From an optimization exercise on the open Yosys and OpenROAD flow, aimed at a short achievable clock period and few clock cycles; shortcuts taken in it are not production practice. In this exercise RTL edits were held to simulation tests only and were not proved equivalent to the original. Power is estimated from default activity; no workload was simulated.

==> run a: inputs <==
## mips_cpu
module mips_cpu #(
   parameter int IMEM_WORDS = 64,
   parameter int DMEM_WORDS = 32
) (
   input  logic                          clk,
   input  logic                          arst_n,
   input  logic                          imem_we,
   input  logic [$clog2(IMEM_WORDS)-1:0] imem_addr,
   input  mips_pkg::word_t               imem_wdata,
   output logic                          wb_en,
   output mips_pkg::reg_addr_t           wb_reg,
   output mips_pkg::word_t               wb_data
);
   logic                  redirect;
   logic [6:0]            d_imm7;
   logic [6:0]            d_simm7;
   logic                  de_fwl;
   logic                  de_fws;
   mips_pkg::oh_t         de_idx_oh;
   mips_pkg::oh_t         de_alt_oh;
   mips_pkg::oh_t         lp_idx_oh;
   mips_pkg::oh_t         lp_fall_oh_in;
   logic                  lp_ok0;
   logic [5:0]            lp_cnt0;
   logic                  lp_ok1;
   logic [5:0]            lp_cnt1;
   logic                  first;
   mips_pkg::word_t       w0;
   logic [5:0]            rd_idx;
   logic                  lp_rec;
   logic [5:0]            fd_idx;
   logic [5:0]            de_altidx;
   logic                  de_lpok;
   logic                  fd_valid;
   mips_pkg::word_t       fd_word;
   logic                  fd_fs;
   logic                  fd_sfirst;
  ...
Settings: LEC_CHECK=0, CAP_MARGIN=40, CORE_MARGIN=2, CORE_UTILIZATION=35, PLACE_DENSITY=0.5, SETUP_SLACK_MARGIN=5, SLEW_MARGIN=30; clock period 9.0 ns.
run.sh (not shown) runs the stock make flow with config.mk's settings and CLKGATE_MAP_FILE= SYNTH_SCRIPT=/design/flow/synth_recipe.tcl, a recipe that flattens the netlist after the stock synthesis.
==> inputs of run b, as changes to run a <==
--- a/flow/design.v
+++ b/flow/design.v
@@ -180,23 +180,65 @@
          end
       end
    end
    logic              tv1;
    logic [63:0][5:0]  nu;
    logic [63:0][1:0]  tu;
+   logic [63:0]       f_sf;      
+   logic [63:0]       f_fs;      
+   logic [63:0]       f_fb;      
+   logic [63:0][1:0]  f_bpos;    
+   logic [63:0]       f_beq;
+   logic [63:0]       f_bm1;     
+   logic [63:0]       f_bm2;     
    always_ff @(posedge clk or negedge arst_n) begin
       if (!arst_n) begin
-         tv1 <= 1'b0;
-         nu  <= '0;
-         tu  <= '0;
+         tv1    <= 1'b0;
+         nu     <= '0;
+         tu     <= '0;
+         f_sf   <= '0;
+         f_fs   <= '0;
+         f_fb   <= '0;
+         f_bpos <= '0;
+         f_beq  <= '0;
+         f_bm1  <= '0;
+         f_bm2  <= '0;
       end else begin
          tv1 <= tv0;
          for (int i = 0; i < 64; i++) begin
+            int                  i1;
+            int                  i2;
+            int                  m;
+            int                  b;
+            logic                sf;
+            logic                fs;
+            logic                dep;
+            logic                zr;
+            logic                fb;
+            mips_pkg::reg_addr_t d;
             logic [24:0] win;
             logic [4:0]  ti;
             logic [5:0]  n;
+            i1 = (i + 1) % 64;
+            i2 = (i + 2) % 64;
+            sf  = q_sw[i] && q_w[i1];
+            fs  = !sf && q_w[i] && q_sw[i1] && !q_rd1[i];
+            m   = sf ? i1 : i;
+            b   = (sf || fs) ? i2 : i1;
+            dep = sf ? q_rd1[i1] : fs ? q_rd2[i] : q_rd1[i];
+            zr  = sf ? q_z1[i1] : fs ? q_z2[i] : q_z1[i];
+            fb  = q_br[b] && (q_w[m] ? zr && (!dep || q_as[m]) : q_sw[i] && q_zz[b]);
+            if (!fb) b = i;
+            d   = mips_pkg::dest_of(imem[m]);
+            f_sf[i]   <= sf;
+            f_fs[i]   <= sf || fs;
+            f_fb[i]   <= fb;
+            f_bpos[i] <= !fb ? 2'd0 : (sf || fs) ? 2'd2 : 2'd1;
+            f_beq[i]  <= imem[b][31:26] == mips_pkg::OP_BEQ;
+            f_bm1[i]  <= fb && imem[b][25:21] != '0 && imem[b][25:21] == d;
+            f_bm2[i]  <= fb && imem[b][20:16] != '0 && imem[b][20:16] == d;
             for (int k = 0; k < 25; k++) begin
                win[k] = q_useful[(i + 49 + k) % 64];
             end
             ti = imem[i][5] ? {1'b0, imem[i][3:0]} : 5'd16 + {2'b00, imem[i][2:0]};
             n = g_any != '0 ? g_next[i / 8] : 6'(i);
             for (int k = 7; k > i % 8; k--) begin
@@ -262,55 +304,36 @@
          s_bm2    <= '0;
          s_pred   <= '0;
          s_alt    <= '0;
          s_next   <= '0;
       end else begin
          for (int i = 0; i < 64; i++) begin
-            int                  i1;
-            int                  i2;
-            int                  m;
-            int                  b;
-            logic                sf;
-            logic                fs;
-            logic                dep;
-            logic                zr;
-            logic                fb;
-            mips_pkg::reg_addr_t d;
-            i1 = (i + 1) % 64;
-            i2 = (i + 2) % 64;
-            sf  = q_sw[i] && q_w[i1];
-            fs  = !sf && q_w[i] && q_sw[i1] && !q_rd1[i];
-            m   = sf ? i1 : i;
-            b   = (sf || fs) ? i2 : i1;
-            dep = sf ? q_rd1[i1] : fs ? q_rd2[i] : q_rd1[i];
-            zr  = sf ? q_z1[i1] : fs ? q_z2[i] : q_z1[i];
-            fb  = q_br[b] && (q_w[m] ? zr && (!dep || q_as[m]) : q_sw[i] && q_zz[b]);
-            if (!fb) b = i;
-            d   = mips_pkg::dest_of(imem[m]);
+            int b;
+            b = f_bpos[i] == 2'd1 ? (i + 1) % 64 : f_bpos[i] == 2'd2 ? (i + 2) % 64 : i;
             if (tv1) begin
                s_valid[i]  <= q_useful[i];
-               s_sfirst[i] <= sf;
-               s_fs[i]     <= sf || fs;
-               s_hasbr[i]  <= fb || q_br[i];
-               s_next[i]   <= (fb || q_br[i]) ? bn[b] : (sf || fs) ? nu[i1] : nu[i];
+               s_sfirst[i] <= f_sf[i];
+               s_fs[i]     <= f_fs[i];
+               s_hasbr[i]  <= f_fb[i] || q_br[i];
+               s_beq[i]    <= f_beq[i];
+               s_bm1[i]    <= f_bm1[i];
+               s_bm2[i]    <= f_bm2[i];
+               s_next[i]   <= (f_fb[i] || q_br[i]) ? bn[b] : f_fs[i] ? nu[(i + 1) % 64] : nu[i];
+               s_pred[i]   <= q_pred[b];
+               s_alt[i]    <= ba[b];
             end else begin
                s_valid[i]  <= c_useful[i];
                s_sfirst[i] <= 1'b0;
                s_fs[i]     <= 1'b0;
                s_hasbr[i]  <= c_br[i];
+               s_beq[i]    <= imem[i][31:26] == mips_pkg::OP_BEQ;
+               s_bm1[i]    <= 1'b0;
+               s_bm2[i]    <= 1'b0;
                s_next[i]   <= (c_br[i] && c_pred[i]) ? c_tgt[i] : c_nl[i];
-            end
-            s_beq[i]  <= imem[b][31:26] == mips_pkg::OP_BEQ;
-            s_bm1[i]  <= fb && imem[b][25:21] != '0 && imem[b][25:21] == d;
-            s_bm2[i]  <= fb && imem[b][20:16] != '0 && imem[b][20:16] == d;
-            if (tv1) begin
-               s_pred[i] <= q_pred[b];
-               s_alt[i]  <= ba[b];
-            end else begin
-               s_pred[i] <= c_pred[i];
-               s_alt[i]  <= c_pred[i] ? c_nl[i] : c_tgt[i];
+               s_pred[i]   <= c_pred[i];
+               s_alt[i]    <= c_pred[i] ? c_nl[i] : c_tgt[i];
             end
          end
       end
    end
    logic [63:0][DW-1:0] ent;
    always_comb begin
==> flow/flow/run.sh (new file) <==
#!/bin/bash
# Layout: the standard flow (standard synthesis, floorplan, placement, CTS, routing),
# with two settings of its own:
#  - the port buffers are plain buffers (buf_4) rather than the delay cells buffer_ports
#    picks by default; every input and output port is still buffered;
#  - timing repair aims 5.5 ns below the clock period rather than at most 5.
# standard.sh's full output goes to standard.log; ORFS writes each step's log under orfs/logs.
set -o pipefail
export BUFFER_PORTS_ARGS="-buffer_cell sky130_fd_sc_hd__buf_4"
export SETUP_SLACK_MARGIN=5.5
bash standard.sh > standard.log 2>&1
==> flow/standard.sh (new file) <==
#!/bin/bash
# synth_recipe.tcl (not shown) runs the flow's synth.tcl, then flattens the netlist and writes it again
# the make line also repeats each setting of config.mk as NAME=value (left out here)
make -C /OpenROAD-flow-scripts/flow DESIGN_CONFIG=/design/flow/config.mk WORK_HOME=/design/flow/orfs CLKGATE_MAP_FILE= SYNTH_SCRIPT=/design/flow/synth_recipe.tcl "${@:-finish}"
--- a/flow/config.mk
+++ b/flow/config.mk
@@ -6,8 +6,7 @@
 export NUM_CORES = 8
 export LEC_CHECK = 0
 export CAP_MARGIN = 40
 export CORE_MARGIN = 2
 export CORE_UTILIZATION = 35
 export PLACE_DENSITY = 0.5
-export SETUP_SLACK_MARGIN = 5
 export SLEW_MARGIN = 30
removed: flow/run.sh
==> key figures <==
STA
  • Slew Limit Headroom: 0.212

Place
  • # placed instances: 76300
  • Routability cong.: 1.07

Cells and area
  • Fill cells: 162000
  • Fraction of area in multi-input gates: 0.534

GRT
  • Met2 Use GR: 0.542

Die
  • Die Ht: 1310 um
  • Die area: 1.72 mm2
  • Core ar.: 1.71 mm2

Run status
  • Status: no timing/DRC/antenna violations

Route
  • DRT Pass-1 Iters: 12
  • Avg WL per Cell: 47.2 um

Power and ir drop
  • Switching pwr: 0.0295 W
  • Logic pwr share: 0.153

Worst setup path
  • Setup crit end: mips_fetch_inst.fpc[4]
  • Crit path arrival time: 5.28 ns
  • CP bufs+invs: 3

Logic synthesis
  • Post-synthesis compound-gate area fraction: 0.109
  • Multiplexer share of the synthesized area: 0.326
  • Library cells used by synthesis: 132
That was run b.
==> key figures <==
Run status
  • Status: no timing/DRC/antenna violations

GRT
  • Met2 Use GR: 0.623

Place
  • # placed instances: 72100
  • Routability cong.: 1.08

Logic synthesis
  • Post-synthesis compound-gate area fraction: 0.138
  • Library cells used by synthesis: 121

Die
  • Die area: 1.53 mm2

Cells and area
  • Fraction of area in multi-input gates: 0.518
  • Fill cells: 148000

Power and ir drop
  • Switching pwr: 0.0338 W

Worst setup path
  • Crit path arrival time: 5.60 ns
  • CP bufs+invs: 5
That was run a.
Testbench counts of run a, summed over its fixed seeds: cycles 31,564.
Testbench counts of run b, summed over its fixed seeds: cycles 31,564.

separate check: timing with driven ports:
The flow's constraints put no driver on any port. The routed layouts listed below were extracted and timed again, unchanged, in two steps.
Step 1 assumes that a clkbuf_16 drives the clock port and a buf_2 every other input.
Step 2 also shifts input and output timing later by t, the mid clock arrival at the registers, as if the neighbouring blocks saw the same clock.
Slacks: ideal ports / drivers / drivers and shift; pairs: ideal ports / drivers.
run	t (ns)	setup WS [ns]	hold WS [ns]	worst register clock-pin slew, ns
run a	1.514	4.593 / 4.593 / 3.427	0.349 / 0.349 / 0.349	0.08 / 0.08
run b	1.492	4.935 / 4.935 / 4.057	0.339 / 0.339 / 0.339	0.09 / 0.09
After both steps setup and hold are still met in every run listed. For run a, which loses most, drivers alone change the setup slack by 0.000 ns; drivers and shift together by -1.166 ns.
